Background: an optimization exercise with open tools, aiming at a short achievable clock period and few clock cycles per item. Do not read the settings as production practice. Function was checked by simulation only, so behaviour that the tests miss may differ from the original. Power is estimated from default activity; no workload was simulated.

## flow/flow/run.sh

```bash
#!/bin/bash
# The standard layout, except that synthesis leaves adders to ABC instead of
# mapping them onto the library's half- and full-adder cells.
set -euo pipefail
bash standard.sh ADDER_MAP_FILE= finish > flow.log 2>&1
```

## flow/standard.sh

```bash
#!/bin/bash
# synth_recipe.tcl (not shown) runs the flow's synth.tcl, then flattens the netlist and writes it again
# the make line also repeats each setting of config.mk as NAME=value (left out here)
make -C /OpenROAD-flow-scripts/flow DESIGN_CONFIG=/design/flow/config.mk WORK_HOME=/design/flow/orfs CLKGATE_MAP_FILE= SYNTH_SCRIPT=/design/flow/synth_recipe.tcl "${@:-finish}"
```

## flow/config.mk

```make
export PLATFORM = sky130hd
export DESIGN_NAME = cpu16_backend
export DESIGN_NICKNAME = cpu16_backend
export VERILOG_FILES = /design/flow/design.v
export SDC_FILE = /design/flow/constraint.sdc
export NUM_CORES = 4
export LEC_CHECK = 0
export ABC_CLOCK_PERIOD_IN_PS = 1000
export CAP_MARGIN = 20
export CORE_MARGIN = 2
export CORE_UTILIZATION = 30
export CTS_CLUSTER_DIAMETER = 50
export CTS_CLUSTER_SIZE = 20
export PLACE_DENSITY = 0.5
export SETUP_SLACK_MARGIN = 3.2
export SLEW_MARGIN = 20
export TNS_END_PERCENT = 100
```

## flow/constraint.sdc

```tcl
create_clock -name core_clock -period 5.0 [get_ports {clk}]
set_input_delay 1.0000 -clock core_clock [delete_from_list [all_inputs] [get_ports {clk}]]
set_output_delay 1.0000 -clock core_clock [all_outputs]
set_load 0.01 [all_outputs]
```

## flow/design.v

```verilog
package cpu16_pkg;
    localparam int WORD_W   = 16;
    localparam int NUM_REGS = 8;
    localparam int REGVAL_W = NUM_REGS * WORD_W;
    localparam int RETIRE_W = 16 + 1 + WORD_W;
    localparam int CAP      = 7;
endpackage
`timescale 1ns/100ps
`timescale 1ns/100ps
import cpu16_pkg::*;
module alu_slice
(
    input  logic [7:0] op,
    input  logic [3:0] a,
    input  logic [3:0] b,
    input  logic       cin,      
    input  logic [3:0] sh,       
    input  logic [3:0] spill,    
    input  logic [3:0] imm,      
    input  logic [3:0] ld,       
    output logic [3:0] res,
    output logic       cout
);
    logic [4:0] add5;
    logic [4:0] sub5;
    logic [3:0] shl4;
    assign add5 = {1'b0, a} + {1'b0, b} + {4'd0, cin};
    assign sub5 = {1'b0, a} + {1'b0, ~b} + {4'd0, cin};
    assign shl4 = spill | ((sh[3:2] == 2'd0) ? (a << sh[1:0]) : 4'h0);
    assign cout = op[1] ? sub5[4] : add5[4];
    assign res = ({4{op[0]}} & add5[3:0])
               | ({4{op[1]}} & sub5[3:0])
               | ({4{op[2]}} & (a & b))
               | ({4{op[3]}} & (a | b))
               | ({4{op[4]}} & (a ^ b))
               | ({4{op[5]}} & shl4)
               | ({4{op[6]}} & imm)
               | ({4{op[7]}} & ld);
endmodule
`timescale 1ns/100ps
module data_mem
(
    input  logic [7:0]  addr,
    output logic [15:0] rdata
);
    logic hit;
    assign hit   = (addr[7:4] == 4'h0);
    assign rdata = hit ? {8'h10, addr[3:0], addr[3:0]} : 16'h0000;
endmodule
`timescale 1ns/100ps
`timescale 1ns/100ps
import cpu16_pkg::*;
module cpu16_backend
(
    input  logic    clk,
    input  logic    reset,
    input  logic    in_valid,
    output logic    in_ready,
    input  logic [15:0] in_instr,
    output logic    retire_valid,
    input  logic    retire_ready,
    output logic [32:0]  retire,
    output logic [REGVAL_W-1:0] regval
);
    logic [3:0]       s_v;
    logic [3:0][15:0] s_ins;
    logic [3:0][7:0]  s_op;
    logic [3:0][3:0]  s_a;
    logic [3:0][3:0]  s_b;
    logic [3:0]       s_cin;
    logic [3:0][3:0]  s_sh;       
    logic [3:0][3:0]  s_spill;    
    logic [3:0]       alow1;      
    logic [7:0]       alow2;
    logic [3:0]       pres1;      
    logic [7:0]       pres2;
    logic [11:0]      pres3;
    logic [3:0]       ldlo1;      
    logic [2:0]       ldk1;       
    logic             hit2;       
    logic             hit3;
    logic [3:0]       wb;
    logic [3:0]       isld;
    logic [3:0][3:0]  res;
    logic [3:0]       cout;
    logic [7:0][3:0]  sr0, sr1, sr2, sr3;
    logic             r_v;        
    logic [15:0]      r_ins;
    logic [15:0]      r_res;
    logic [7:0]       r_we;       
    always_comb begin
        for (int k = 0; k < 4; k++) begin
            wb[k]   = s_v[k] && !s_ins[k][15];
            isld[k] = s_op[k][7];
        end
    end
    logic [4:0]  lo4;
    logic        imm4;
    logic        hit1;
    logic [15:0] ldw;
    assign lo4  = {1'b0, s_a[0]} + {1'b0, s_ins[0][3:0]};
    assign imm4 = s_ins[0][4];
    assign hit1 = (s_a[1] == 4'h0 && ldk1[0])
               || (s_a[1] == 4'hf && ldk1[1])
               || (s_a[1] == 4'he && ldk1[2]);
    data_mem u_mem (
        .addr  ({hit1 ? 4'h0 : 4'hf, ldlo1}),
        .rdata (ldw)
    );
    alu_slice u_s0 (
        .op (s_op[0]), .a (s_a[0]), .b (s_b[0]), .cin (s_cin[0]),
        .sh (s_b[0]), .spill (4'h0), .imm (s_ins[0][3:0]), .ld (4'h0),
        .res (res[0]), .cout (cout[0])
    );
    alu_slice u_s1 (
        .op (s_op[1]), .a (s_a[1]), .b (s_b[1]), .cin (s_cin[1]),
        .sh (s_sh[1]), .spill (s_spill[1]), .imm (s_ins[1][7:4]), .ld (ldw[7:4]),
        .res (res[1]), .cout (cout[1])
    );
    alu_slice u_s2 (
        .op (s_op[2]), .a (s_a[2]), .b (s_b[2]), .cin (s_cin[2]),
        .sh (s_sh[2]), .spill (s_spill[2]), .imm (4'h0), .ld (4'h0),
        .res (res[2]), .cout (cout[2])
    );
    alu_slice u_s3 (
        .op (s_op[3]), .a (s_a[3]), .b (s_b[3]), .cin (s_cin[3]),
        .sh (s_sh[3]), .spill (s_spill[3]), .imm (4'h0), .ld ({3'b000, hit3}),
        .res (res[3]), .cout (cout[3])
    );
    logic        rdy;
    logic        accept;
    logic        stall;
    logic        w_v;
    logic [15:0] w_instr;
    logic        x_v;
    logic [15:0] x;
    logic [3:0]  xop;
    logic [7:0]  x1h;
    logic        m1a, m1b, m2a, m2b;
    logic [3:0]  iop;
    logic        iuse1;
    logic        iuse2;
    assign in_ready = rdy;
    assign accept   = in_valid && rdy;
    assign iop   = in_instr[15:12];
    assign iuse1 = iop <= 4'd5 || iop == 4'd7;
    assign iuse2 = iop <= 4'd5;
    assign stall = accept && wb[0] && isld[0]
                && ((iuse1 && in_instr[7:5] == s_ins[0][10:8])
                 || (iuse2 && in_instr[4:2] == s_ins[0][10:8]));
    assign x_v  = w_v || (accept && !stall);
    assign x    = w_v ? w_instr : in_instr;
    assign xop  = x[15:12];
    always_comb begin
        x1h = '0;
        if (!xop[3])
            x1h[xop[2:0]] = 1'b1;
    end
    logic [3:0] v0_s1;
    assign v0_s1 = isld[1] ? ldw[3:0] : pres1;
    logic [3:0] ia, ib, wa, wb0;
    logic       m2wa, m2wb;
    assign m1a  = wb[0] && !isld[0] && s_ins[0][10:8] == in_instr[7:5];
    assign m1b  = wb[0] && !isld[0] && s_ins[0][10:8] == in_instr[4:2];
    assign m2a  = wb[1] && s_ins[1][10:8] == in_instr[7:5];
    assign m2b  = wb[1] && s_ins[1][10:8] == in_instr[4:2];
    assign m2wa = wb[1] && s_ins[1][10:8] == w_instr[7:5];
    assign m2wb = wb[1] && s_ins[1][10:8] == w_instr[4:2];
    assign ia  = m1a ? res[0] : m2a ? v0_s1 : sr0[in_instr[7:5]];
    assign ib  = m1b ? res[0] : m2b ? v0_s1 : sr0[in_instr[4:2]];
    assign wa  = m2wa ? v0_s1 : sr0[w_instr[7:5]];
    assign wb0 = m2wb ? v0_s1 : sr0[w_instr[4:2]];
    always_ff @(posedge clk) begin
        s_ins[0] <= x;
        s_op[0]  <= x1h;
        s_cin[0] <= xop == 4'd1;
        s_a[0]   <= w_v ? wa : ia;
        s_b[0]   <= w_v ? wb0 : ib;
        w_instr  <= in_instr;
    end
    logic [3:0] wb_n;
    logic [3:0][2:0] rd_n;
    logic [3:0][3:0] v_n;
    logic [3:1] mka, mkb, nka, nkb;
    assign wb_n = {r_v && !r_ins[15], wb[3:1]};
    assign rd_n = {r_ins[10:8], s_ins[3][10:8], s_ins[2][10:8], s_ins[1][10:8]};
    assign v_n  = {r_res[15:12], pres3[11:8], pres2[7:4], v0_s1};
    always_comb begin
        for (int k = 1; k < 4; k++) begin
            mka[k] = wb[k] && s_ins[k][10:8] == s_ins[k-1][7:5];
            mkb[k] = wb[k] && s_ins[k][10:8] == s_ins[k-1][4:2];
            nka[k] = wb_n[k] && rd_n[k] == s_ins[k-1][7:5];
            nkb[k] = wb_n[k] && rd_n[k] == s_ins[k-1][4:2];
        end
    end
    logic [15:0] spill_1;
    logic [15:0] spill_2;
    logic [15:0] spill_3;
    assign spill_1 = {12'h000, s_a[0]} << s_b[0];
    assign spill_2 = {8'h00, s_a[1], alow1} << s_sh[1];
    assign spill_3 = {4'h0, s_a[2], alow2} << s_sh[2];
    always_ff @(posedge clk) begin
        for (int k = 1; k < 4; k++) begin
            s_ins[k] <= s_ins[k-1];
            s_op[k]  <= s_op[k-1];
            s_cin[k] <= cout[k-1];
        end
        s_a[1] <= mka[1] ? res[1] : nka[1] ? v_n[1] : sr1[s_ins[0][7:5]];
        s_b[1] <= mkb[1] ? res[1] : nkb[1] ? v_n[1] : sr1[s_ins[0][4:2]];
        s_a[2] <= mka[2] ? res[2] : nka[2] ? v_n[2] : sr2[s_ins[1][7:5]];
        s_b[2] <= mkb[2] ? res[2] : nkb[2] ? v_n[2] : sr2[s_ins[1][4:2]];
        s_a[3] <= mka[3] ? res[3] : nka[3] ? v_n[3] : sr3[s_ins[2][7:5]];
        s_b[3] <= mkb[3] ? res[3] : nkb[3] ? v_n[3] : sr3[s_ins[2][4:2]];
        s_sh[1] <= s_b[0];
        s_sh[2] <= s_sh[1];
        s_sh[3] <= s_sh[2];
        s_spill[1] <= spill_1[7:4];
        s_spill[2] <= spill_2[11:8];
        s_spill[3] <= spill_3[15:12];
        alow1 <= s_a[0];
        alow2 <= {s_a[1], alow1};
        pres1 <= res[0];
        pres2 <= {res[1], v0_s1};
        pres3 <= {res[2], pres2};
        ldlo1 <= lo4[3:0];
        ldk1  <= {imm4 && lo4[4], imm4 ^ lo4[4], !imm4 && !lo4[4]};
        hit2  <= ldw[12];
        hit3  <= hit2;
    end
    always_ff @(posedge clk) begin
        for (int i = 0; i < NUM_REGS; i++) begin
            if (reset) begin
                sr0[i] <= '0;
                sr1[i] <= '0;
                sr2[i] <= '0;
                sr3[i] <= '0;
            end else begin
                if (wb_n[0] && rd_n[0] == 3'(i))
                    sr0[i] <= v_n[0];
                if (wb_n[1] && rd_n[1] == 3'(i))
                    sr1[i] <= v_n[1];
                if (wb_n[2] && rd_n[2] == 3'(i))
                    sr2[i] <= v_n[2];
                if (wb_n[3] && rd_n[3] == 3'(i))
                    sr3[i] <= v_n[3];
            end
        end
    end
    always_ff @(posedge clk) begin
        r_ins <= s_ins[3];
        r_res <= {res[3], pres3};
        for (int i = 0; i < NUM_REGS; i++)
            r_we[i] <= !reset && wb[3] && s_ins[3][10:8] == 3'(i);
    end
    logic [CAP-1:0][15:0] q_instr;
    logic [CAP-1:0]       q_wr;
    logic [CAP-1:0][15:0] q_res;
    logic [CAP-1:0][7:0]  q_we;
    logic [CAP-1:0]       qv_r;
    logic [CAP:0]         qv;
    logic                 pop;
    logic                 push;
    logic                 keep0;
    logic [15:0]          h_instr;
    logic                 h_wr;
    logic [15:0]          h_res;
    logic                 h_v;
    logic [NUM_REGS-1:0][15:0] vr;
    logic [NUM_REGS-1:0]  vr_we;
    assign qv    = {1'b0, qv_r};
    assign pop   = qv[0] && retire_ready;
    assign push  = r_v;
    assign keep0 = qv[0] && !retire_ready;
    assign h_v     = qv[1] || push;
    assign h_instr = qv[1] ? q_instr[1] : r_ins;
    assign h_wr    = qv[1] ? q_wr[1]    : !r_ins[15];
    assign h_res   = qv[1] ? q_res[1]   : r_res;
    always_ff @(posedge clk) begin
        for (int k = 1; k < CAP; k++) begin
            if (!(qv[k] && !pop)) begin
                if (k + 1 < CAP && qv[k+1]) begin
                    q_instr[k] <= q_instr[k+1];
                    q_wr[k]    <= q_wr[k+1];
                    q_res[k]   <= q_res[k+1];
                    q_we[k]    <= q_we[k+1];
                end else begin
                    q_instr[k] <= r_ins;
                    q_wr[k]    <= !r_ins[15];
                    q_res[k]   <= r_res;
                    q_we[k]    <= r_we;
                end
            end
        end
    end
    always_ff @(posedge clk) begin
        if (reset) begin
            q_instr[0] <= '0;
            q_wr[0]    <= 1'b0;
            q_res[0]   <= '0;
        end else if (!keep0) begin
            q_instr[0] <= h_instr;
            q_wr[0]    <= h_wr;
            q_res[0]   <= h_res;
        end
    end
    assign vr_we = {NUM_REGS{!keep0}} & (qv[1] ? q_we[1] : r_we);
    always_ff @(posedge clk) begin
        for (int i = 0; i < NUM_REGS; i++) begin
            if (reset)
                vr[i] <= '0;
            else if (vr_we[i])
                vr[i] <= h_res;
        end
    end
    logic [CAP-1:0] fl;
    logic [CAP:0]   fl_up;
    logic [CAP:0]   fl_dn;
    logic           room;
    assign fl_up = {fl, 1'b1};
    assign fl_dn = {1'b0, 1'b0, fl[CAP-1:1]};
    assign room  = (accept && !pop) ? !fl[CAP-2] : (pop && !accept) ? 1'b1 : !fl[CAP-1];
    always_ff @(posedge clk) begin
        if (reset) begin
            s_v  <= '0;
            w_v  <= 1'b0;
            r_v  <= 1'b0;
            qv_r <= '0;
            fl   <= '0;
            rdy  <= 1'b1;
        end else begin
            s_v  <= {s_v[2:0], x_v};
            w_v  <= stall;
            r_v  <= s_v[3];
            for (int k = 0; k < CAP; k++) begin
                if (pop)
                    qv_r[k] <= qv[k+1] || (push && qv[k]);
                else
                    qv_r[k] <= qv[k] || (push && (k == 0 || qv[k-1]));
            end
            if (accept && !pop)
                fl <= fl_up[CAP-1:0];
            else if (pop && !accept)
                fl <= fl_dn[CAP-1:0];
            rdy  <= room && !stall;
        end
    end
    assign retire_valid = qv[0];
    assign retire       = {q_instr[0], q_wr[0], q_res[0]};
    always_comb begin
        for (int i = 0; i < NUM_REGS; i++)
            regval[i*WORD_W +: WORD_W] = vr[i];
    end
endmodule
```

==> results of run 1 <==
## cells in the mapped netlist (30+ instances only)
master | instances | area (sq um)
a211oi_1 | 197 | 1480
clkbuf_1 | 157 | 589
a21oi_1 | 66 | 330
dfxtp_1 | 565 | 11300
buf_2 | 37 | 185
inv_1 | 45 | 169
edfxtp_1 | 246 | 7390
o21ai_0 | 42 | 210
nand2_1 | 121 | 454
xnor2_1 | 75 | 657
mux2i_1 | 190 | 1900
mux4_2 | 84 | 1890
buf_4 | 33 | 248
mux2_2 | 227 | 2560
o21ai_1 | 31 | 155
nor2_1 | 364 | 1370
o211ai_1 | 30 | 225
## metal layers
layer | track usage, % | share of wire, %
met2 | 24.9 | 48
met5 | 0 | 0
met4 | 5.51 | 3.4
met3 | 2.22 | 3.3
met1 | 19.3 | 45
## stage by stage
stage	total power [mW]	hold slack, ps	setup WS (ps)	area, sq um
final	14.8	324	2870	43200
after global placement	7.69	311	1500	36600
after floorplan	7.51	310	2650	33800
after detailed placement	7.70	312	1530	36700
after global routing	15.3	331	2810	43200
after CTS	14.9	328	2790	41800
## path summary, 6_finish.rpt
kind | cells after the start | to | slack, ps
min | 0 | r_res[2] | 320
max | 1 | retire[0] | 2870
min reg2reg | 0 | r_res[2] | 320
max reg2reg | 6 | s_a[11] | 2890
## logic make-up after synthesis
| logic type | share of synthesized area, % |
|---|---|
| DFF | 55.8 |
| and+or+nand+nor | 8.46 |
| muxes | 19.1 |
| AOI/OAI and AO/OA | 9.73 |
| buffers and inverters | 3.71 |
| xor gates and xnor gates | 2.63 |
| adders and majority gates | 0.534 |
## worst register-to-register path: stages, from the launching register on
cell and delay, ps:
dfxtp_4 350, maj3_2 320, maj3_2 310, maj3_2 340
xnor2_2 160, a2111oi_4 390, o21bai_1 110
## power by group
part,switching (mW),internal [mW]
Sequential,0.199,6.92
Clock,3.09,4.07
Combinational,0.242,0.255
## registers in the layout, indices dropped and copies added, names as in the netlist, 32 cells and up
signal	count
q_instr	112
s_ins	64
sr3	32
q_res	112
sr0	32
vr	128
sr2	32
q_we	48
sr1	32
## layout make-up
type                    count  area share (%)
flip-flops and latches    811            44.2
diodes                      1         0.00580
clock buffers             104            5.68
repair buffers            386            9.17
clock inverters            69            1.94
well taps                1488            4.31
multi-input cells        1741            34.2
inverters                  49           0.449
## timing repair
item	4_1_cts	5_1_grt
setup buffers	83	82
pin swaps	56	81
resized for setup	1219	152
cloned	11	2
endpoints found under the setup margin	899	432
==> out/metrics.cfg, run 1 <==
[placement]
port_buffers=182
gp_congestion=0.786
dpl.cell_count=4297
dp_hpwl_microns=56000

[route]
dr.pass1.iters=4
viasPerCell=4.84
drtIter0Drc=1106
wl_per_cell_microns=18.8
drcViolationCount=0
ant_nets=0
wirelength_microns=87300
num_vias=22499

[yosys]
yosysSeqAreaShare_pct=55.8
synth.ff_latch_count=811
synth_edf_count=246
avgSynthCellArea_sq_um=11.8
synth.distinct_cells=77
synth_warnings=6
ys.flop_type=dfxtp_1
syn-cell-area_sq_um=33500
synth_cells=2826
synth_nets=2846
synthArstFlopShare_pct=0

[die]
die_w_microns=338
rows=122
io_pins=183
coreArea_sq_um=111000
start_util_pct=30.3
die_h_microns=338
fp.dieArea_sq_um=114000

[final_layout]
final_layout_size_suffix_gt1_share_pct=40.8
final_util_pct=39.0
final_cell_mix=nor2_1, dfxtp_1, edfxtp_1, mux2_2, dfxtp_2
layout.cells.non_filler=4649
final_common_cell=nor2_1
fillers=10640
finalNetCount=3101
multiInputGateArea_sq_um=14800
syn_to_final_growth_pct=28.9
ff_latch_area_sq_um=19100

[timing]
max_slew_margin_pct=49.2
finalMaxSlewViolations=0
skew_ps=46.6
setup-tns-final_ps=0
max_freq_mhz=469
rsz0062_at_grt=true
period_minus_slack_ps=2130
setup_viol=0
post-route-period-util_pct=42.7
tightest_slew_ps=762
hold_viol=0

[clock_network]
path_clk_slew_ps=70
cts_hold_buf=0
numCtsBuffers=92
cts.sinks=811
h-tree-depth=3
cts-root-buf=clkbuf_16
cts_tree=done
clk-insertion-delay-late_ps=660
clk_path_buf_depth=3

[pwr]
peakVddDrop_v=0.000244
p_per_area_nw_per_um2=342
leakage_nw=16.2

[global_routing]
grt_pass1_vias=22430
grt_use_total_pct=14.8
grt_pass1_wl_microns=136000
grt_max_degree=136
grt-ovfl-total=0
antenna_found_initial=3

[critical_path]
cp-end-kind=primary output
startpoint=q_res[0]
critPathSlowestCell=dfxtp_4
critPathTopFamily=flip-flops
r2r-start=s_a[8]
critPathKind=flip-flop to primary output
max_stage_delay_ps=360
cp-start-kind=flip-flop
arrival_ps=1130
cp_num_buf_inv=1
cp.required_ps=4000
critical_path_peak_fanout=2
path_cells=buf_6

[status]
outcome=no timing/DRC/antenna violations

[job]
max_cap_violations=0

[hold_path]
min_path_type=flip-flop to flip-flop
hold_start=pres3[2]

Testbench counts, summed over its fixed seeds: cycles 3,327, instructions 3,200.
==> run 2: changes to the inputs <==
--- a/flow/config.mk
+++ b/flow/config.mk
@@ -9,8 +9,6 @@
 export CAP_MARGIN = 20
 export CORE_MARGIN = 2
 export CORE_UTILIZATION = 30
-export CTS_CLUSTER_DIAMETER = 50
-export CTS_CLUSTER_SIZE = 20
 export PLACE_DENSITY = 0.5
 export SETUP_SLACK_MARGIN = 3.2
 export SLEW_MARGIN = 20
==> out/metrics.cfg, run 2 <==
[status]
outcome=no timing/DRC/antenna violations

[placement]
dpl.cell_count=4297  ; unchanged
pre_cts_ws_ps=1530  ; unchanged
placed_cell_area_sq_um=36700  ; unchanged
port_buffers=182  ; unchanged
dp_hpwl_microns=56000  ; unchanged
gp_congestion=0.786  ; unchanged

[yosys]
synth_edf_count=246  ; unchanged
synth_top_area_share_pct=33.8  ; unchanged
avgSynthCellArea_sq_um=11.8  ; unchanged
synth_area_leaders=dfxtp_1, edfxtp_1, mux2_2, mux2i_1, mux4_2
synth.most_common_cell=dfxtp_1
synthArstFlopShare_pct=0  ; unchanged
synth_warnings=6  ; unchanged
synth_cells=2826  ; unchanged
synth.distinct_cells=77  ; unchanged
synthTopCellsByCount=dfxtp_1, nor2_1, edfxtp_1, mux2_2, a211oi_1
yosysSeqAreaShare_pct=55.8  ; unchanged
syn-cell-area_sq_um=33500  ; unchanged
yosysTopAreaCell=dfxtp_1
synth.ff_latch_count=811  ; unchanged
ys.flop_type=dfxtp_1
synth_nets=2846  ; unchanged

[route]
drcViolationCount=0  ; unchanged
dr.pass1.iters=5  ; +1
num_vias=22317  ; -0.81%
viasPerCell=4.84  ; about the same
wl_per_cell_microns=19.0  ; +1.3%
drtIter0Drc=1197  ; +8.2%
wirelength_microns=87700  ; +0.48%
ant_nets=0  ; unchanged

[timing]
max_slew_margin_pct=45.0  ; -4.2 points
finalMaxSlewViolations=0  ; unchanged
post-route-period-util_pct=42.5  ; -0.17 points
rsz0062_at_grt=true
max_freq_mhz=470  ; +0.39%
period_minus_slack_ps=2130  ; -8.27 ps
worst_slack_ps=2870  ; +8.27 ps
setup_viol=0  ; unchanged
tightest_slew_ps=823  ; +60.6 ps
hold_viol=0  ; unchanged
hold_ws_ps=325  ; +1.36 ps
setup-tns-final_ps=0  ; unchanged
skew_ps=23.4  ; -23.2 ps

[clock_network]
clk_path_buf_depth=3  ; unchanged
path_clk_slew_ps=60  ; about the same
clk-insertion-delay-late_ps=650  ; about the same
cts-root-buf=clkbuf_16
numCtsBuffers=88  ; -4.3%
cts.sinks=811  ; unchanged
h-tree-depth=3  ; unchanged
cts_tree=done

[critical_path]
cp_num_buf_inv=1  ; unchanged
max_stage_delay_ps=360  ; about the same
path_cells=buf_6
critPathSlowestCell=dfxtp_4
arrival_ps=1130  ; about the same
critPathTopFamily=flip-flops
critical_path_peak_fanout=2  ; unchanged
r2r_slack_ps=2900  ; about the same
r2r-start=s_b[8]
critPathKind=flip-flop to primary output
r2r_cells=6  ; unchanged
cp.required_ps=4000  ; about the same
cp-end-kind=primary output
cp-start-kind=flip-flop
r2r-end=s_a[11]

[pwr]
peakVddDrop_v=0.000224  ; -8.3%
p_seq_share_pct=50.1  ; +1.9 points
sw_frac_of_total_pct=22.1  ; -1.8 points
p_per_area_nw_per_um2=335  ; -2.1%
switchingPower_mw=3.14  ; -11%
p_clk_share_pct=46.4  ; -2.1 points
power.internal_mw=11.1  ; -1.6%
power_frac_comb_pct=3.5  ; about the same
leakage_nw=15.9  ; -2.0%
p_total_mw=14.2  ; -3.8%

[final_layout]
final_area_sq_um=42400  ; -1.8%
regMostFlops=vr
final_cell_mix=nor2_1, dfxtp_1, edfxtp_1, mux2_2, dfxtp_2
final_util_pct=38.3  ; -0.69 points
largest_reg_flops=128  ; unchanged
final_common_cell=nor2_1
final_layout_size_suffix_gt1_share_pct=38.7  ; -2.1 points
finalNetCount=3073  ; -0.90%
syn_to_final_growth_pct=26.6
layout.cells.non_filler=4612  ; -0.80%
antenna_cells=0  ; -1
top_regs=vr x128, q_instr x112, q_res x112

[die]
fp.dieArea_sq_um=114000  ; unchanged
io_pins=183  ; unchanged
die_h_microns=338  ; unchanged
rows=122  ; unchanged
start_util_pct=30.3  ; unchanged
die_w_microns=338  ; unchanged
coreArea_sq_um=111000  ; unchanged

[global_routing]
grt_use_total_pct=14.9  ; +0.027 points
grt_pass1_wl_microns=135000  ; -0.11%
grt_max_degree=136  ; unchanged
grt-ovfl-total=0  ; unchanged
grt_pass1_vias=22202  ; -1.0%
antenna_found_initial=3  ; unchanged

[hold_path]
hold_start=s_ins[59]
min_path_type=flip-flop to flip-flop
worstHoldEndpoint=r_ins[11]
hold_depth=0  ; unchanged

[job]
max_cap_violations=0  ; unchanged

## run 2: cell types whose count changed in the layout (fill, tap and decap cells not counted), moves of 4 or more
cell        delta
buf_12        -11
buf_6          +4
clkbuf_1      +18
inv_6         -21
clkinv_1      +11
inv_8          -9
clkinv_4       -7
clkinvlp_4     -5
clkbuf_8       +5
clkbuf_16      -6
buf_4         -14
clkinv_2       +7
## run 2: layout make-up
type	instances	area (sq um)
inverter	49	186
multi-input combinational	1740	14700
fill	10705	68300
timing repair buffer	363	3640
clock inverter	41	493
sequential	811	19100
tap	1488	1860
clock buffer	120	2430
## run 2: power by group through the flow
stage / clock network, mW / logic, mW / registers, mW
final: 6.59 / 0.494 / 7.12
after global placement: 0 / 0.426 / 7.27
after CTS: 6.77 / 0.464 / 7.12
after global routing: 7.04 / 0.529 / 7.15
after floorplan: 0 / 0.376 / 7.13
after detailed placement: 0 / 0.428 / 7.27
## run 2: layer usage
layer	GRT usage (%)	wire, microns	vias to the layer above
li1	-	-	10781
met1	19.4	39400	10965
met2	24.8	42400	429
met3	2.43	3240	142
met4	5.38	2700	0
met5	0	0	-
## run 2: worst max path at each step
stage,start,endpoint,slack [ps],depth (start not counted)
after floorplan,in_instr[3],s_b[3],2650,7
after global placement,in_instr[3],s_b[3],1500,7
after detailed placement,in_instr[3],s_b[3],1530,7
after CTS,s_a[8],s_a[11],2790,6
after global routing,s_a[8],s_a[11],2810,6
final,q_res[0],retire[0],2870,1
## run 2: kinds of logic after synthesis
kind of cell | after synthesis | synth area share (%)
compound gates | 469 | 9.73
xor+xnor | 99 | 2.63
fa+ha+maj | 17 | 0.534
buf+inv | 284 | 3.71
flops | 811 | 55.8
mux | 505 | 19.1
simple gates | 641 | 8.46
## run 2: timing repair
action                                  in CTS  in global routing
pin swaps                                   52                 82
buffers inserted                            71                 71
gates resized for setup                   1207                141
gates cloned                                10                  2
hold endpoints to repair                     0                  0
endpoints found under the setup margin     898                448
hold buffers                                 0                  0
==> run 3: changes to the inputs <==
--- a/flow/config.mk
+++ b/flow/config.mk
@@ -10,6 +10,6 @@
 export CORE_MARGIN = 2
 export CORE_UTILIZATION = 30
 export PLACE_DENSITY = 0.5
-export SETUP_SLACK_MARGIN = 3.2
+export SETUP_SLACK_MARGIN = 2.95
 export SLEW_MARGIN = 20
 export TNS_END_PERCENT = 100
==> out/metrics.cfg, run 3 <==
[route]
num_vias=21983  ; -1.5%
drcViolationCount=0  ; unchanged
drtIter0Drc=1273  ; +6.3%
dr.pass1.iters=5  ; unchanged
wl_per_cell_microns=19.0  ; about the same
wirelength_microns=86500  ; -1.4%
viasPerCell=4.83  ; about the same
ant_nets=0  ; unchanged

[clock_network]
cts_tree=done
numCtsBuffers=87  ; -1.1%
clk_path_buf_depth=3  ; unchanged
clk-insertion-delay-late_ps=650  ; about the same
h-tree-depth=3  ; unchanged
cts_hold_buf=0  ; unchanged
cts.sinks=811  ; unchanged
cts-root-buf=clkbuf_16
path_clk_slew_ps=60  ; about the same

[final_layout]
final_cell_mix=dfxtp_1, nor2_1, edfxtp_1, mux2_2, dfxtp_2
top_regs=vr x128, q_instr x112, q_res x112
fillers=10815  ; +1.0%
regMostFlops=vr
finalNetCount=3004  ; -2.2%
syn_to_final_growth_pct=22.9
multiInputGateArea_sq_um=14100  ; -4.3%
antenna_cells=0  ; unchanged
largest_reg_flops=128  ; unchanged
final_common_cell=dfxtp_1
ff_latch_area_sq_um=19000  ; -0.41%
final_layout_size_suffix_gt1_share_pct=34.1  ; -4.6 points
final_util_pct=37.2  ; -1.1 points

[pwr]
leakage_nw=15.4  ; -2.8%
peakVddDrop_v=0.000217  ; -3.0%
p_seq_share_pct=49.8  ; -0.3 points
power.internal_mw=11.2  ; +0.86%
power_frac_comb_pct=3.2  ; -0.3 points
p_clk_share_pct=47.0  ; +0.6 points
switchingPower_mw=3.14  ; about the same
p_per_area_nw_per_um2=347  ; +3.7%
sw_frac_of_total_pct=22.0  ; -0.14 points

[die]
rows=122  ; unchanged
fp.dieArea_sq_um=114000  ; unchanged
coreArea_sq_um=111000  ; unchanged
io_pins=183  ; unchanged
die_w_microns=338  ; unchanged
die_h_microns=338  ; unchanged
start_util_pct=30.3  ; unchanged

[timing]
max_slew_margin_pct=31.2  ; -14 points
hold_viol=0  ; unchanged
post-route-period-util_pct=42.6  ; +0.095 points
setup-tns-final_ps=0  ; unchanged
setup_viol=0  ; unchanged
worst_slack_ps=2870  ; -4.74 ps
skew_ps=10.8  ; -12.6 ps
max_freq_mhz=469  ; -0.22%
tightest_slew_ps=1020  ; +201 ps
period_minus_slack_ps=2130  ; +4.74 ps
finalMaxSlewViolations=0  ; unchanged
rsz0062_at_grt=true

[critical_path]
critical_path_peak_fanout=2  ; unchanged
max_stage_delay_ps=370  ; about the same
critPathTopFamily=flip-flops
path_cells=buf_6
cp_num_buf_inv=1  ; unchanged
cp.required_ps=4000  ; about the same
cp-start-kind=flip-flop
critPathKind=flip-flop to primary output
critPathSlowestCell=dfxtp_2
arrival_ps=1130  ; about the same
cp-end-kind=primary output

[yosys]
synth_cells=2826  ; unchanged
avgSynthCellArea_sq_um=11.8  ; unchanged
synth.ff_latch_count=811  ; unchanged
synth.most_common_cell=dfxtp_1
synth.distinct_cells=77  ; unchanged
yosysSeqAreaShare_pct=55.8  ; unchanged
synth_nets=2846  ; unchanged
synth_edf_count=246  ; unchanged
yosysTopAreaCell=dfxtp_1
synth_top_area_share_pct=33.8  ; unchanged
syn-cell-area_sq_um=33500  ; unchanged
synthTopCellsByCount=dfxtp_1, nor2_1, edfxtp_1, mux2_2, a211oi_1
ys.flop_type=dfxtp_1
synthArstFlopShare_pct=0  ; unchanged
synth_warnings=6  ; unchanged
synth_area_leaders=dfxtp_1, edfxtp_1, mux2_2, mux2i_1, mux4_2

[placement]
pre_cts_ws_ps=1570  ; +41.3 ps
port_buffers=182  ; unchanged
dp_hpwl_microns=56200  ; +0.44%
gp_congestion=0.814  ; +3.6%

[global_routing]
grt_max_degree=116  ; -15%
antenna_found_initial=2  ; -1
grt_pass1_wl_microns=134000  ; -0.87%
grt_pass1_vias=21640  ; -2.5%
grt_use_total_pct=14.8  ; -0.052 points
grt-ovfl-total=0  ; unchanged

[job]
max_cap_violations=0  ; unchanged

[status]
outcome=no timing/DRC/antenna violations

[hold_path]
min_path_type=flip-flop to flip-flop

## run 3: final cells by class
class	instances	share of cell area (%)
sequential	811	46.1
multi-input combinational	1736	34.2
timing repair buffer	299	7.28
clock buffer	131	6.52
tap	1488	4.52
clock inverter	33	0.869
inverter	49	0.447
## run 3: logic make-up (layout without fill, tap and decap cells)
family	after synthesis	in the layout	share of synthesized area (%)
mux	505	505	19.1
fa+ha+maj	17	17	0.534
compound gates	469	469	9.73
xor+xnor	99	99	2.63
buf+inv	284	512	3.71
flops	811	811	55.8
simple gates	641	646	8.46
## run 3: repair_timing
action | in CTS | in global routing
gates resized for setup | 1096 | 61
pin swaps | 10 | 15
gates cloned | 5 | 0
setup endpoints to repair | 706 | 314
setup buffers | 22 | 61
## run 3: final timing paths
kind | startpoint | endpoint | slack (ps) | depth (start not counted)
min reg2reg | s_ins[43] | s_ins[59] | 330 | 0
min | s_ins[43] | s_ins[59] | 330 | 0
max | vr[109] | regval[109] | 2870 | 1
max reg2reg | s_b[8] | s_a[11] | 2890 | 6
## run 3: stage by stage
step | total power [mW] | hold WS (ps) | cell area, sq um | cells
after floorplan | 7.50 | 310 | 33600 | 2826
after global placement | 7.69 | 311 | 36500 | 4293
after detailed placement | 7.70 | 312 | 36500 | 4295
after CTS | 14.5 | 326 | 40400 | 4486
after global routing | 14.8 | 332 | 41200 | 4547
final | 14.3 | 325 | 41200 | 4547
## run 3: per-layer routing
layer | wire (microns) | GRT usage (%) | share of wire [%] | vias up
met1 | 40600 | 20.3 | 47 | 10745
met4 | 1910 | 4.07 | 2.2 | 0
met2 | 40300 | 24.0 | 47 | 474
li1 | - | - | - | 10636
met3 | 3680 | 2.60 | 4.2 | 128
met5 | 0 | 0 | 0 | -
## run 3: power groups by stage
stage / logic [mW] / clock network, mW / registers [mW]
6_report: 0.454 / 6.72 / 7.12
5_1_grt: 0.493 / 7.20 / 7.15
4_1_cts: 0.444 / 6.94 / 7.13
3_5_place_dp: 0.432 / 0 / 7.27
3_3_place_gp: 0.428 / 0 / 7.27
2_1_floorplan: 0.372 / 0 / 7.13
==> run 4: changes to the inputs <==
==> flow/flow/run.sh (replaced) <==
#!/bin/bash
# The standard layout, except that synthesis leaves adders to ABC instead of
# mapping them onto the library's half- and full-adder cells, and the slow
# majority cell is kept out of the netlist.
set -euo pipefail
PLAT=$(sed -n '/^export DONT_USE_CELLS +=/,/[^\\]$/p' "$FLOW_HOME/platforms/sky130hd/config.mk" | sed -e 's/export DONT_USE_CELLS +=//' -e 's/\\//g' | tr -s ' \n' ' ')
SLOW="sky130_fd_sc_hd__maj3_*"
echo "DONT_USE_CELLS=$PLAT $SLOW" > dont_use.txt
bash standard.sh ADDER_MAP_FILE= "DONT_USE_CELLS=$PLAT $SLOW" finish > flow.log 2>&1
--- a/flow/config.mk
+++ b/flow/config.mk
@@ -10,6 +10,6 @@
 export CORE_MARGIN = 2
 export CORE_UTILIZATION = 30
 export PLACE_DENSITY = 0.5
-export SETUP_SLACK_MARGIN = 2.95
+export SETUP_SLACK_MARGIN = 3.2
 export SLEW_MARGIN = 20
 export TNS_END_PERCENT = 100
==> out/metrics.cfg, run 4 <==
[yosys]
ys.flop_type=dfxtp_1
synth.most_common_cell=dfxtp_1
synth_cells=2859  ; +1.2%
yosysTopAreaCell=dfxtp_1
synth_warnings=6  ; unchanged
synth_top_area_share_pct=33.7  ; -0.10 points
syn-cell-area_sq_um=33600  ; +0.30%
synth_nets=2879  ; +1.2%
synth_area_leaders=dfxtp_1, edfxtp_1, mux2_2, mux2i_1, mux4_2
avgSynthCellArea_sq_um=11.7  ; -0.86%
synth_edf_count=246  ; unchanged
yosysSeqAreaShare_pct=55.7  ; -0.17 points
synthTopCellsByCount=dfxtp_1, nor2_1, edfxtp_1, mux2_2, a211oi_1
synthArstFlopShare_pct=0  ; unchanged
synth.distinct_cells=71  ; -7.8%
synth.ff_latch_count=811  ; unchanged

[hold_path]
worstHoldEndpoint=s_ins[59]
hold_start=s_ins[43]
min_path_type=flip-flop to flip-flop
hold_depth=0  ; unchanged

[route]
top_layer=met4
num_vias=22560  ; +2.6%
wirelength_microns=88000  ; +1.7%
wl_met3_microns=3110  ; -16%
drtIter0Drc=1118  ; -12%
wl_met2_microns=41500  ; +2.9%
dr.pass1.iters=5  ; unchanged
wl_met1_microns=41600  ; +2.4%
viasPerCell=4.87  ; +0.70%
drcViolationCount=0  ; unchanged
ant_nets=0  ; unchanged
wl_per_cell_microns=19.0  ; -0.21%

[timing]
period_minus_slack_ps=2120  ; -9.58 ps
setup-tns-final_ps=0  ; unchanged
post-route-period-util_pct=42.4  ; -0.19 points
hold_ws_ps=320  ; -5.46 ps
skew_ps=26.4  ; +15.6 ps
worst_slack_ps=2880  ; +9.58 ps
rsz0062_at_grt=true
hold_viol=0  ; unchanged
setup_viol=0  ; unchanged
max_slew_margin_pct=38.7  ; +7.5 points
finalMaxSlewViolations=0  ; unchanged
max_freq_mhz=471  ; +0.45%
tightest_slew_ps=901  ; -123 ps

[critical_path]
cp_num_buf_inv=1  ; unchanged
critical_path_peak_fanout=2  ; unchanged
r2r-end=s_a[1]
r2r-start=s_a[4]
crit_cells=1  ; unchanged
cp-start-kind=flip-flop
critPathTopFamily=flip-flops
r2r_cells=9  ; +3
critPathSlowestCell=dfxtp_4
r2r_slack_ps=2920  ; +30 ps
max_stage_delay_ps=350  ; -20 ps
path_cells=buf_6
cp.required_ps=4000  ; about the same
cp-end-kind=primary output
arrival_ps=1120  ; about the same
critPathKind=flip-flop to primary output

[job]
max_cap_violations=0  ; unchanged

[final_layout]
finalNetCount=3095  ; +3.0%
syn_to_final_growth_pct=27.0
layout.cells.non_filler=4634  ; +1.9%
multiInputGateArea_sq_um=14900  ; +5.9%
final_util_pct=38.5  ; +1.3 points
ff_latch_area_sq_um=19100  ; +0.43%
final_cell_mix=nor2_1, dfxtp_1, edfxtp_1, mux2_2, dfxtp_2
regMostFlops=vr
top_regs=vr x128, q_instr x112, q_res x112
antenna_cells=0  ; unchanged
fillers=10770  ; -0.42%
final_common_cell=nor2_1
largest_reg_flops=128  ; unchanged
final_area_sq_um=42700  ; +3.7%
final_layout_size_suffix_gt1_share_pct=38.7  ; +4.7 points

[die]
die_w_microns=339  ; +0.15%
start_util_pct=30.3  ; +0.050 points
rows=122  ; unchanged
die_h_microns=339  ; +0.15%
fp.dieArea_sq_um=115000  ; +0.30%
coreArea_sq_um=111000  ; +0.14%
io_pins=183  ; unchanged

[global_routing]
grt_max_degree=108  ; -6.9%
antenna_found_initial=2  ; unchanged
grt-ovfl-total=0  ; unchanged
grt_pass1_vias=21801  ; +0.74%
grt_use_total_pct=14.9  ; +0.081 points
grt_pass1_wl_microns=136000  ; +1.1%

[clock_network]
clk_path_buf_depth=3  ; unchanged
path_clk_slew_ps=60  ; about the same
h-tree-depth=3  ; unchanged
cts_tree=done
clk-insertion-delay-late_ps=660  ; about the same
cts-root-buf=clkbuf_16
cts.sinks=811  ; unchanged
numCtsBuffers=87  ; unchanged

[pwr]
leakage_nw=15.8  ; +2.6%
p_total_mw=14.2  ; -0.52%
p_per_area_nw_per_um2=333  ; -4.1%
peakVddDrop_v=0.000281  ; +29%

[status]
outcome=no timing/DRC/antenna violations

[placement]
port_buffers=182  ; unchanged
dp_hpwl_microns=56100  ; -0.22%
dpl.cell_count=4324  ; +0.68%
gp_congestion=0.778  ; -4.4%
placed_cell_area_sq_um=36700  ; +0.56%
pre_cts_ws_ps=1640  ; +65.4 ps

## run 4: cell count changes after synthesis, sizes merged, moves of 3 or more
| cell | before | now |
|---|---|---|
| maj3 | 17 | 0 |
| nand2b | 15 | 18 |
| nor2 | 364 | 372 |
| a31oi | 13 | 17 |
| buf | 78 | 82 |
| o21ai | 73 | 79 |
| nor2b | 27 | 31 |
| mux2 | 231 | 235 |
| nand2 | 121 | 130 |
| inv | 49 | 40 |
| a21oi | 67 | 70 |
| o21bai | 6 | 9 |
| nor3 | 11 | 16 |
## run 4: final cells by class
type / count / share of cell area [%]
repair buffers: 360 / 8.70
multi-input cells: 1775 / 35.0
clock buffers: 122 / 5.92
well taps: 1488 / 4.36
clock inverters: 38 / 0.979
inverters: 40 / 0.378
flip-flops and latches: 811 / 44.7
## run 4: repair_timing
action | in CTS | in global routing
endpoints found under the setup margin | 895 | 447
buffers inserted | 61 | 81
gates resized for setup | 1227 | 158
hold buffers | 0 | 0
gates cloned | 8 | 0
pin swaps | 38 | 55
## run 4: cell families (layout without fill, tap and decap cells)
family / count (synthesis) / count (layout) / synth area share [%]
xor+xnor: 99 / 99 / 2.58
flops: 811 / 811 / 55.7
compound gates: 495 / 495 / 10.2
buf+inv: 281 / 560 / 3.68
mux: 507 / 507 / 19.1
simple gates: 666 / 674 / 8.77
## run 4: per-layer routing
metal	up-vias	global-route usage, %
met5	-	0
met2	414	24.4
met1	11129	20.4
met3	113	2.51
li1	10904	-
met4	0	3.57
## run 4: power by group
group          total [mW]  leakage [nW]  internal (mW)  switching [mW]
clock network        6.59          1.45           3.87            2.72
registers            7.12          7.55           6.92           0.200
logic               0.512          6.84          0.264           0.249
total                14.2          15.8           11.1            3.17
## run 4: worst max-delay path by stage
stage                startpoint           to  slack (ps)
detailed placement  in_instr[3]          rdy        1640
global route        q_instr[13]   retire[30]        2830
CTS                     vr[110]  regval[110]        2830
finish                  vr[110]  regval[110]        2880
floorplan           in_instr[6]       s_a[0]        2710
global placement    in_instr[3]       s_b[0]        1630
==> run 5: changes to the inputs <==
--- a/flow/flow/run.sh
+++ b/flow/flow/run.sh
@@ -4,6 +4,6 @@
 # majority cell is kept out of the netlist.
 set -euo pipefail
 PLAT=$(sed -n '/^export DONT_USE_CELLS +=/,/[^\\]$/p' "$FLOW_HOME/platforms/sky130hd/config.mk" | sed -e 's/export DONT_USE_CELLS +=//' -e 's/\\//g' | tr -s ' \n' ' ')
-SLOW="sky130_fd_sc_hd__maj3_*"
+SLOW="sky130_fd_sc_hd__maj3_* sky130_fd_sc_hd__or4_* sky130_fd_sc_hd__or4b_* sky130_fd_sc_hd__or4bb_* sky130_fd_sc_hd__nor4_* sky130_fd_sc_hd__nor4b_* sky130_fd_sc_hd__nor4bb_* sky130_fd_sc_hd__a2111o_* sky130_fd_sc_hd__o2111a_* sky130_fd_sc_hd__mux4_*"
 echo "DONT_USE_CELLS=$PLAT $SLOW" > dont_use.txt
 bash standard.sh ADDER_MAP_FILE= "DONT_USE_CELLS=$PLAT $SLOW" finish > flow.log 2>&1
==> out/metrics.cfg, run 5 <==
[pwr]
p_total_mw=15.9  ; +11%
leakage_nw=16.6  ; +4.8%
peakVddDrop_v=0.000261  ; -6.9%
p_per_area_nw_per_um2=363  ; +8.9%

[die]
fp.dieArea_sq_um=117000  ; +1.9%
io_pins=183  ; unchanged
die_w_microns=342  ; +0.96%
rows=123  ; +0.82%
coreArea_sq_um=113000  ; +1.8%
die_h_microns=342  ; +0.96%
start_util_pct=30.4  ; +0.047 points

[route]
wirelength_microns=92900  ; +5.5%
dr.pass1.iters=6  ; +1
ant_nets=0  ; unchanged
num_vias=24101  ; +6.8%
wl_per_cell_microns=18.9  ; -0.35%
drcViolationCount=0  ; unchanged
drtIter0Drc=1421  ; +27%
viasPerCell=4.91  ; +0.91%

[timing]
tightest_slew_ps=1000  ; +99.7 ps
setup-tns-final_ps=0  ; unchanged
rsz0062_at_grt=true
post-route-period-util_pct=42.7  ; +0.33 points
period_minus_slack_ps=2140  ; +16.3 ps
setup_viol=0  ; unchanged
finalMaxSlewViolations=0  ; unchanged
skew_ps=41.6  ; +15.2 ps
max_freq_mhz=468  ; -0.76%
max_slew_margin_pct=32.0  ; -6.8 points
hold_viol=0  ; unchanged
worst_slack_ps=2860  ; -16.3 ps

[final_layout]
largest_reg_flops=128  ; unchanged
syn_to_final_growth_pct=27.5
final_layout_size_suffix_gt1_share_pct=35.3  ; -3.4 points
top_regs=vr x128, q_instr x112, q_res x112
final_cell_mix=nor2_1, dfxtp_1, a211oi_1, mux2i_1, edfxtp_1
finalNetCount=3348  ; +8.2%
regMostFlops=vr
antenna_cells=0  ; unchanged
final_area_sq_um=43700  ; +2.3%
final_common_cell=nor2_1

[critical_path]
critPathTopFamily=flip-flops
cp-end-kind=primary output
path_cells=buf_6
cp.required_ps=4000  ; about the same
max_stage_delay_ps=350  ; about the same
critPathSlowestCell=dfxtp_2
critical_path_peak_fanout=2  ; unchanged
critPathKind=flip-flop to primary output
cp_num_buf_inv=1  ; unchanged
cp-start-kind=flip-flop
arrival_ps=1140  ; +20 ps

[clock_network]
clk-insertion-delay-late_ps=670  ; about the same
h-tree-depth=3  ; unchanged
cts-root-buf=clkbuf_16
cts.sinks=811  ; unchanged
cts_tree=done
path_clk_slew_ps=60  ; about the same
numCtsBuffers=92  ; +5.7%
clk_path_buf_depth=3  ; unchanged

[yosys]
synth.ff_latch_count=811  ; unchanged
yosysTopAreaCell=dfxtp_1
synth.distinct_cells=71  ; unchanged
avgSynthCellArea_sq_um=11.0  ; -6.3%
yosysSeqAreaShare_pct=54.6  ; -1.1 points
synth_edf_count=246  ; unchanged
muxShareOfSynthArea_pct=16.3  ; -2.8 points
synth_nets=3130  ; +8.7%
synth-adder-area-share_pct=0  ; unchanged
synth_top_family_by_area=multiplexers
synthTopCellsByCount=dfxtp_1, nor2_1, a211oi_1, mux2_2, mux2i_1
ys.flop_type=dfxtp_1
synth_compound_gate_area_share_pct=12.8  ; +2.6 points
synthArstFlopShare_pct=0  ; unchanged
synth_top_area_share_pct=33.0  ; -0.64 points
synth_area_leaders=dfxtp_1, edfxtp_1, mux2_2, mux2i_1, a211oi_1
syn-cell-area_sq_um=34200  ; +1.9%
synth_cells=3110  ; +8.8%
synth_simple_gate_area_share_pct=9.94  ; +1.2 points
synth_xor_area_share_pct=2.51  ; -0.075 points
synth_warnings=6  ; unchanged
synth.most_common_cell=dfxtp_1

[placement]
dp_hpwl_microns=58300  ; +3.9%
gp_congestion=0.796  ; +2.2%
placed_cell_area_sq_um=37300  ; +1.7%
port_buffers=182  ; unchanged
pre_cts_ws_ps=1440  ; -202 ps

[status]
outcome=no timing/DRC/antenna violations

[global_routing]
grt_use_total_pct=15.3  ; +0.40 points
grt-ovfl-total=0  ; unchanged
antenna_found_initial=3  ; +1
grt_pass1_wl_microns=141000  ; +4.2%
grt_max_degree=139  ; +29%
grt_pass1_vias=22848  ; +4.8%

[hold_path]
min_path_type=flip-flop to flip-flop

[job]
max_cap_violations=0  ; unchanged

run 5: final timing paths:
kind / start / endpoint / slack [ps] / cells after the start
max: q_wr[0] / retire[16] / 2860 / 1
min: s_ins[46] / s_ins[62] / 330 / 0
max reg2reg: s_a[6] / s_a[2] / 3020 / 7
min reg2reg: s_ins[46] / s_ins[62] / 330 / 0
run 5: layout make-up:
type,count,area (sq um)
Tap cell,1500,1880
Clock buffer,130,2690
Sequential cell,811,19100
Multi-Input combinational cell,2003,15500
Fill cell,10816,69200
Timing Repair Buffer,380,3860
Clock inverter,42,505
Inverter,40,150
run 5: timing repair:
action,4_1_cts,5_1_grt
gates cloned,8,2
hold buffers,0,0
gates resized for setup,1201,175
setup endpoints to repair,847,388
pin swaps,30,49
setup buffers,62,99
run 5: cells by family (layout without fill, tap and decap cells):
logic type | after synthesis | count (layout)
AOI/OAI and AO/OA | 626 | 626
xor gates and xnor gates | 98 | 98
buffers and inverters | 304 | 592
DFF | 811 | 811
muxes | 523 | 523
and+or+nand+nor | 748 | 756
run 5: metrics by stage:
step	hold slack (ps)	utilization, %	std cells
after floorplan	310	-	3110
after global placement	311	33.1	4562
after detailed placement	312	33.1	4563
after CTS	326	37.4	4805
after global routing	329	38.7	4906
final	326	38.7	4906
run 5: routing by layer:
metal	wire [microns]	global-route usage [%]	vias to the layer above
li1	-	-	11730
met1	44300	21.4	11734
met2	42800	24.4	501
met3	3910	2.55	136
met4	1860	4.17	0
met5	0	0	-
run 5: report_power, final:
group	total [mW]	switching [mW]	internal (mW)
Sequential	7.52	0.385	7.13
Combinational	1.32	0.671	0.646
Clock	7.02	2.83	4.19
==> run 6: changes to the inputs <==
--- a/flow/design.v
+++ b/flow/design.v
@@ -83,6 +83,9 @@
     logic [3:0]       isld;
     logic [3:0][3:0]  res;
     logic [3:0]       cout;
+    logic             ld_late;    
+    logic [3:0]       a1p;        
+    logic [3:0]       ld_r0;      
     logic [7:0][3:0]  sr0, sr1, sr2, sr3;
     logic             r_v;        
     logic [15:0]      r_ins;
@@ -109,7 +112,7 @@
     );
     alu_slice u_s0 (
         .op (s_op[0]), .a (s_a[0]), .b (s_b[0]), .cin (s_cin[0]),
-        .sh (s_b[0]), .spill (4'h0), .imm (s_ins[0][3:0]), .ld (4'h0),
+        .sh (s_b[0]), .spill (4'h0), .imm (s_ins[0][3:0]), .ld (ld_r0),
         .res (res[0]), .cout (cout[0])
     );
     alu_slice u_s1 (
@@ -145,7 +148,7 @@
     assign iop   = in_instr[15:12];
     assign iuse1 = iop <= 4'd5 || iop == 4'd7;
     assign iuse2 = iop <= 4'd5;
-    assign stall = accept && wb[0] && isld[0]
+    assign stall = accept && wb[0] && isld[0] && ld_late
                 && ((iuse1 && in_instr[7:5] == s_ins[0][10:8])
                  || (iuse2 && in_instr[4:2] == s_ins[0][10:8]));
     assign x_v  = w_v || (accept && !stall);
@@ -160,12 +163,19 @@
     assign v0_s1 = isld[1] ? ldw[3:0] : pres1;
     logic [3:0] ia, ib, wa, wb0;
     logic       m2wa, m2wb;
-    assign m1a  = wb[0] && !isld[0] && s_ins[0][10:8] == in_instr[7:5];
-    assign m1b  = wb[0] && !isld[0] && s_ins[0][10:8] == in_instr[4:2];
+    assign m1a  = wb[0] && s_ins[0][10:8] == in_instr[7:5];
+    assign m1b  = wb[0] && s_ins[0][10:8] == in_instr[4:2];
     assign m2a  = wb[1] && s_ins[1][10:8] == in_instr[7:5];
     assign m2b  = wb[1] && s_ins[1][10:8] == in_instr[4:2];
     assign m2wa = wb[1] && s_ins[1][10:8] == w_instr[7:5];
     assign m2wb = wb[1] && s_ins[1][10:8] == w_instr[4:2];
+    logic [3:0] a1i, a1w;
+    assign a1i = (wb[1] && s_ins[1][10:8] == in_instr[7:5]) ? res[1]
+               : (wb[2] && s_ins[2][10:8] == in_instr[7:5]) ? pres2[7:4]
+               : sr1[in_instr[7:5]];
+    assign a1w = (wb[1] && s_ins[1][10:8] == w_instr[7:5]) ? res[1]
+               : (wb[2] && s_ins[2][10:8] == w_instr[7:5]) ? pres2[7:4]
+               : sr1[w_instr[7:5]];
     assign ia  = m1a ? res[0] : m2a ? v0_s1 : sr0[in_instr[7:5]];
     assign ib  = m1b ? res[0] : m2b ? v0_s1 : sr0[in_instr[4:2]];
     assign wa  = m2wa ? v0_s1 : sr0[w_instr[7:5]];
@@ -176,6 +186,8 @@
         s_cin[0] <= xop == 4'd1;
         s_a[0]   <= w_v ? wa : ia;
         s_b[0]   <= w_v ? wb0 : ib;
+        a1p      <= w_v ? a1w : a1i;
+        ld_late  <= !w_v && m1a;
         w_instr  <= in_instr;
     end
     logic [3:0] wb_n;
@@ -193,6 +205,11 @@
             nkb[k] = wb_n[k] && rd_n[k] == s_ins[k-1][4:2];
         end
     end
+    logic       hit0;
+    assign hit0    = (a1p == 4'h0 && !imm4 && !lo4[4])
+                  || (a1p == 4'hf && (imm4 ^ lo4[4]))
+                  || (a1p == 4'he && imm4 && lo4[4]);
+    assign ld_r0   = hit0 ? lo4[3:0] : 4'h0;
     logic [15:0] spill_1;
     logic [15:0] spill_2;
     logic [15:0] spill_3;
==> out/metrics.cfg, run 6 <==
[status]
outcome=no timing/DRC/antenna violations

[yosys]
yosysSeqAreaShare_pct=53.2  ; -1.4 points
synth_nets=3294  ; +5.2%
synth_edf_count=246  ; unchanged
avgSynthCellArea_sq_um=10.8  ; -1.9%
synthArstFlopShare_pct=0  ; unchanged
synth_top_area_share_pct=32.3  ; -0.75 points
synth.ff_latch_count=816  ; +0.62%
synth.distinct_cells=76  ; +7.0%
synth.most_common_cell=dfxtp_1
syn-cell-area_sq_um=35300  ; +3.2%
synth_warnings=6  ; unchanged
synth_cells=3274  ; +5.3%
synthTopCellsByCount=dfxtp_1, nor2_1, mux2i_1, a211oi_1, edfxtp_1
synth_area_leaders=dfxtp_1, edfxtp_1, mux2i_1, mux2_2, a211oi_1
ys.flop_type=dfxtp_1
yosysTopAreaCell=dfxtp_1

[placement]
port_buffers=182  ; unchanged
dpl.cell_count=4754  ; +4.2%
dp_hpwl_microns=62200  ; +6.6%
gp_congestion=0.806  ; +1.3%

[timing]
tightest_slew_ps=771  ; -230 ps
finalMaxSlewViolations=0  ; unchanged
max_freq_mhz=468  ; about the same
period_minus_slack_ps=2140  ; -1.15 ps
setup-tns-final_ps=0  ; unchanged
hold_viol=0  ; unchanged
setup_viol=0  ; unchanged
post-route-period-util_pct=42.7  ; about the same
skew_ps=34.6  ; -6.95 ps
rsz0062_at_grt=true
max_slew_margin_pct=48.5  ; +17 points

[clock_network]
cts-root-buf=clkbuf_16
clk_path_buf_depth=3  ; unchanged
cts_hold_buf=0  ; unchanged
numCtsBuffers=92  ; unchanged
cts_tree=done
clk-insertion-delay-late_ps=670  ; about the same
cts.sinks=816  ; +0.62%
path_clk_slew_ps=60  ; about the same
h-tree-depth=3  ; unchanged

[route]
viasPerCell=4.95  ; +0.80%
num_vias=25442  ; +5.6%
ant_nets=0  ; unchanged
drtIter0Drc=1671  ; +18%
wirelength_microns=98500  ; +6.1%
wl_per_cell_microns=19.2  ; +1.3%
drcViolationCount=0  ; unchanged
dr.pass1.iters=5  ; -1

[global_routing]
grt-ovfl-total=0  ; unchanged
grt_max_degree=123  ; -12%
grt_use_total_pct=15.8  ; +0.48 points
antenna_found_initial=1  ; -2
grt_pass1_wl_microns=151000  ; +6.7%
grt_pass1_vias=24368  ; +6.7%

[critical_path]
startpoint=q_res[8]
cp.required_ps=4000  ; about the same
cp_num_buf_inv=1  ; unchanged
cp-end-kind=primary output
cp-start-kind=flip-flop
critPathKind=flip-flop to primary output
crit_cells=1  ; unchanged
max_stage_delay_ps=360  ; about the same
r2r_cells=8  ; +1
path_cells=buf_6
critical_path_peak_fanout=2  ; unchanged
critPathSlowestCell=dfxtp_4
r2r-start=s_ins[2]
critPathTopFamily=flip-flops
arrival_ps=1140  ; about the same

[job]
max_cap_violations=0  ; unchanged

[die]
die_h_microns=347  ; +1.6%
io_pins=183  ; unchanged
fp.dieArea_sq_um=121000  ; +3.2%
die_w_microns=347  ; +1.6%
start_util_pct=30.3  ; about the same
rows=125  ; +1.6%
coreArea_sq_um=117000  ; +3.3%

[final_layout]
final_common_cell=nor2_1
syn_to_final_growth_pct=29.0
top_regs=vr x128, q_instr x112, q_res x112
final_layout_size_suffix_gt1_share_pct=35.6  ; +0.27 points
finalNetCount=3556  ; +6.2%
layout.cells.non_filler=5138  ; +4.7%
regMostFlops=vr
largest_reg_flops=128  ; unchanged
final_cell_mix=nor2_1, dfxtp_1, mux2i_1, a211oi_1, edfxtp_1

[pwr]
p_per_area_nw_per_um2=345  ; -5.1%
peakVddDrop_v=0.000276  ; +5.7%
leakage_nw=17.4  ; +4.8%

[hold_path]
hold_start=pres3[2]
min_path_type=flip-flop to flip-flop
hold_depth=0  ; unchanged

[run 6: cell type report]
| cell class | instances | area [sq um] |
|---|---|---|
| Antenna cell | 1 | 2.50 |
| Clock buffer | 128 | 2750 |
| Clock inverter | 43 | 434 |
| Fill cell | 11225 | 70900 |
| Inverter | 54 | 210 |
| Multi-Input combinational cell | 2145 | 16600 |
| Sequential cell | 816 | 19200 |
| Tap cell | 1524 | 1910 |
| Timing Repair Buffer | 427 | 4490 |
[run 6: path summary, 6_finish.rpt]
check,end,slack [ps]
min reg2reg,r_res[2],320
max reg2reg,s_b[2],2910
max,retire[8],2860
min,r_res[2],320
[run 6: per-stage QoR]
stage | instance area (sq um) | hold slack [ps] | setup WS, ps | util [%] | power [mW]
after floorplan | 35900 | 310 | 2700 | - | 8.24
after global placement | 38600 | 311 | 1650 | 33.1 | 8.61
after detailed placement | 38600 | 312 | 1630 | 33.1 | 8.62
after CTS | 44500 | 322 | 2810 | 38.2 | 15.9
after global routing | 45600 | 325 | 2820 | 39.1 | 16.4
final | 45600 | 321 | 2860 | 39.1 | 15.7
[run 6: repair_timing]
item,CTS,global route
pin swaps,66,51
setup buffers,123,77
endpoints found under the setup margin,855,436
resized for setup,1307,135
cloned,11,1
[run 6: layer usage]
layer	up-vias	global-route usage (%)	wire [microns]
li1	12408	-	-
met1	12290	21.4	45900
met2	598	25.9	46300
met3	146	2.34	4090
met4	0	4.69	2190
met5	-	0	0
[run 6: kinds of logic after synthesis]
| family | share of synthesized area [%] |
|---|---|
| buffers and inverters | 3.94 |
| xor gates and xnor gates | 2.55 |
| AOI/OAI and AO/OA | 13.1 |
| muxes | 16.9 |
| and+or+nand+nor | 10.4 |
| DFF | 53.2 |
[run 6: report_power, final]
part / internal [mW] / switching (mW) / total [mW]
combinational: 0.625 / 0.669 / 1.29
sequential: 7.14 / 0.337 / 7.47
clock: 4.12 / 2.83 / 6.96
Testbench counts of run 6, summed over its fixed seeds: cycles 3,258, instructions 3,200.
==> run 7: changes to the inputs <==
--- a/flow/config.mk
+++ b/flow/config.mk
@@ -8,8 +8,8 @@
 export ABC_CLOCK_PERIOD_IN_PS = 1000
 export CAP_MARGIN = 20
 export CORE_MARGIN = 2
-export CORE_UTILIZATION = 30
-export PLACE_DENSITY = 0.5
+export CORE_UTILIZATION = 40
+export PLACE_DENSITY = 0.6
 export SETUP_SLACK_MARGIN = 3.2
 export SLEW_MARGIN = 20
 export TNS_END_PERCENT = 100
==> out/metrics.cfg, run 7 <==
[status]
outcome=no timing/DRC/antenna violations

[yosys]
synth.ff_latch_count=816  ; unchanged
synth.distinct_cells=76  ; unchanged
synth_cells=3274  ; unchanged
synth.most_common_cell=dfxtp_1
synth_warnings=6  ; unchanged
yosysSeqAreaShare_pct=53.2  ; unchanged
synth_nets=3294  ; unchanged
synth_edf_count=246  ; unchanged
synthArstFlopShare_pct=0  ; unchanged
avgSynthCellArea_sq_um=10.8  ; unchanged
ys.flop_type=dfxtp_1
synthTopCellsByCount=dfxtp_1, nor2_1, mux2i_1, a211oi_1, edfxtp_1
synth_top_area_share_pct=32.3  ; unchanged
syn-cell-area_sq_um=35300  ; unchanged
yosysTopAreaCell=dfxtp_1
synth_area_leaders=dfxtp_1, edfxtp_1, mux2i_1, mux2_2, a211oi_1

[timing]
period_minus_slack_ps=2120  ; -17.0 ps
max_freq_mhz=472  ; +0.80%
tightest_slew_ps=897  ; +126 ps
setup-tns-final_ps=0  ; unchanged
rsz0062_at_grt=true
hold_viol=0  ; unchanged
worst_slack_ps=2880  ; +17.0 ps
max_slew_margin_pct=40.2  ; -8.4 points
post-route-period-util_pct=42.4  ; -0.34 points
setup_viol=0  ; unchanged
skew_ps=28.0  ; -6.59 ps
finalMaxSlewViolations=0  ; unchanged

[placement]
dp_hpwl_microns=57600  ; -7.4%
pre_cts_ws_ps=1540  ; -93.8 ps
port_buffers=182  ; unchanged
placed_cell_area_sq_um=38100  ; -1.3%
gp_congestion=0.838  ; +3.9%

[global_routing]
grt_pass1_vias=24254  ; -0.47%
grt-ovfl-total=0  ; unchanged
antenna_found_initial=1  ; unchanged
grt_pass1_wl_microns=143000  ; -4.9%
grt_max_degree=109  ; -11%
grt_use_total_pct=19.9  ; +4.2 points

[clock_network]
cts_hold_buf=0  ; unchanged
clk_path_buf_depth=3  ; unchanged
path_clk_slew_ps=60  ; about the same
cts_tree=done
clk-insertion-delay-late_ps=650  ; -20 ps
numCtsBuffers=87  ; -5.4%
cts-root-buf=clkbuf_16
h-tree-depth=3  ; unchanged
cts.sinks=816  ; unchanged

[die]
die_w_microns=301  ; -13%
start_util_pct=40.2  ; +9.8 points
die_h_microns=301  ; -13%
rows=109  ; -13%
io_pins=183  ; unchanged
fp.dieArea_sq_um=90800  ; -25%
coreArea_sq_um=88000  ; -25%

[final_layout]
top_regs=vr x128, q_instr x112, q_res x112
finalNetCount=3540  ; -0.45%
final_common_cell=nor2_1
final_cell_mix=nor2_1, dfxtp_1, mux2i_1, a211oi_1, edfxtp_1
largest_reg_flops=128  ; unchanged
syn_to_final_growth_pct=26.6
fillers=7809  ; -30%
final_area_sq_um=44800  ; -1.9%
final_layout_size_suffix_gt1_share_pct=34.3  ; -1.3 points
antenna_cells=0  ; -1
regMostFlops=vr

[critical_path]
critical_path_peak_fanout=2  ; unchanged
cp-end-kind=primary output
path_cells=buf_6
r2r_slack_ps=2920  ; about the same
critPathSlowestCell=dfxtp_4
cp_num_buf_inv=1  ; unchanged
max_stage_delay_ps=360  ; about the same
arrival_ps=1120  ; -20 ps
critPathTopFamily=flip-flops
critPathKind=flip-flop to primary output
cp.required_ps=4000  ; about the same
cp-start-kind=flip-flop

[hold_path]
min_path_type=flip-flop to flip-flop

[route]
viasPerCell=5.36  ; +8.1%
drtIter0Drc=1711  ; +2.4%
drcViolationCount=0  ; unchanged
num_vias=25464  ; +0.086%
ant_nets=0  ; unchanged
wirelength_microns=93700  ; -4.9%
wl_per_cell_microns=19.7  ; +2.8%
dr.pass1.iters=7  ; +2

[job]
max_cap_violations=0  ; unchanged

[pwr]
p_per_area_nw_per_um2=345  ; about the same
leakage_nw=17.2  ; -0.96%
peakVddDrop_v=0.000296  ; +7.2%

-- run 7: changes by cell type in the layout (fill, tap and decap cells not counted), sizes merged, moves of 2 or more --
cell           previous run  this run
buf                     412       395
bufbuf                    2         4
clkbuf                  130       132
clkdlybuf4s50            10         8
clkinv                   28        16
dlymetal6s2s              1         3
inv                      59        57
nor2                    428       433
-- run 7: worst reg2reg max path, stage by stage (launching register included) --
cell	delay [ps]
dfxtp_4	350
buf_12	140
a221oi_4	300
a311oi_4	80
or3_4	380
o211ai_1	170
o2111ai_4	210
a221o_1	340
-- run 7: stage by stage --
stage	util [%]	total power, mW	cells	hold slack (ps)
after floorplan	-	8.24	3274	310
after global placement	43.3	8.58	4390	310
after detailed placement	43.3	8.59	4390	312
after CTS	49.6	15.5	4671	305
after global routing	50.9	16.0	4755	312
final	50.9	15.4	4755	313
-- run 7: path summary, 6_finish.rpt --
kind,startpoint,end,cells after the start
worst max-delay path,qv_r[0],retire_valid,1
worst min-delay path,s_ins[29],s_ins[45],0
worst max register to register,s_ins[2],s_a[2],7
worst min register to register,s_ins[29],s_ins[45],0
-- run 7: kinds of logic (layout without fill, tap and decap cells) --
group | Yosys count | in the layout | share of synthesized area [%]
xor gates and xnor gates | 102 | 102 | 2.55
muxes | 565 | 565 | 16.9
buffers and inverters | 322 | 625 | 3.94
DFF | 816 | 816 | 53.2
and+or+nand+nor | 802 | 815 | 10.4
AOI/OAI and AO/OA | 667 | 667 | 13.1
-- run 7: report_power, final --
| part | leakage [nW] | internal (mW) | switching, mW |
|---|---|---|---|
| combinational | 8.18 | 0.622 | 0.666 |
| sequential | 7.58 | 7.14 | 0.329 |
| clock | 1.49 | 3.96 | 2.73 |
-- run 7: area by class of cell --
| class | count | area [sq um] | area share, % |
|---|---|---|---|
| Clock buffer | 130 | 2610 | 5.84 |
| Timing Repair Buffer | 412 | 4300 | 9.62 |
| Clock inverter | 29 | 412 | 0.920 |
| Inverter | 54 | 215 | 0.481 |
| Tap cell | 1165 | 1460 | 3.26 |
| Multi-Input combinational cell | 2149 | 16600 | 37.1 |
| Sequential cell | 816 | 19100 | 42.8 |
-- run 7: layer usage --
metal  up-vias  GRT usage [%]  share of wire, %
met4         0           5.46               2.2
met5         -              0                 0
met2       650           33.5                48
met3       138           3.29               5.4
li1      12357              -                 -
met1     12319           26.5                45
-- run 7: what timing repair did --
action	in CTS	in global routing
pin swaps	55	38
setup buffers	106	83
gates resized for setup	1264	117
setup endpoints to repair	785	417
cloned	16	1

afterwards: timing with drivers on the ports:
No port has a modelled driver above. Below, the same layouts with a new extraction and two added sets of constraints.
Step 1, drivers: a clkbuf_16 drives clk and a buf_2 each remaining input, both assumed.
Step 2 times the ports against the registers' clock, not the clock port: input delays grow and output delays shrink by t, the midpoint of the rising clock arrivals with the driver on.
Slacks: ideal ports / drivers / drivers and shift; pairs: ideal ports / drivers.
run	t (ns)	slack for setup (ns)	clock arrival spread, ns
run 1	0.697	2.866 / 2.805 / 2.431	0.051 / 0.051
run 2	0.706	2.874 / 2.809 / 2.408	0.026 / 0.025
run 3	0.709	2.869 / 2.801 / 2.326	0.013 / 0.014
run 4	0.714	2.879 / 2.807 / 2.357	0.027 / 0.028
run 5	0.720	2.863 / 2.799 / 2.395	0.048 / 0.049
run 6	0.722	2.864 / 2.796 / 2.241	0.039 / 0.039
run 7	0.699	2.881 / 2.820 / 2.365	0.031 / 0.031
After both steps setup and hold are still met in every run listed. For run 6, which loses most, drivers alone change the setup slack by -0.068 ns; drivers and shift together by -0.623 ns.
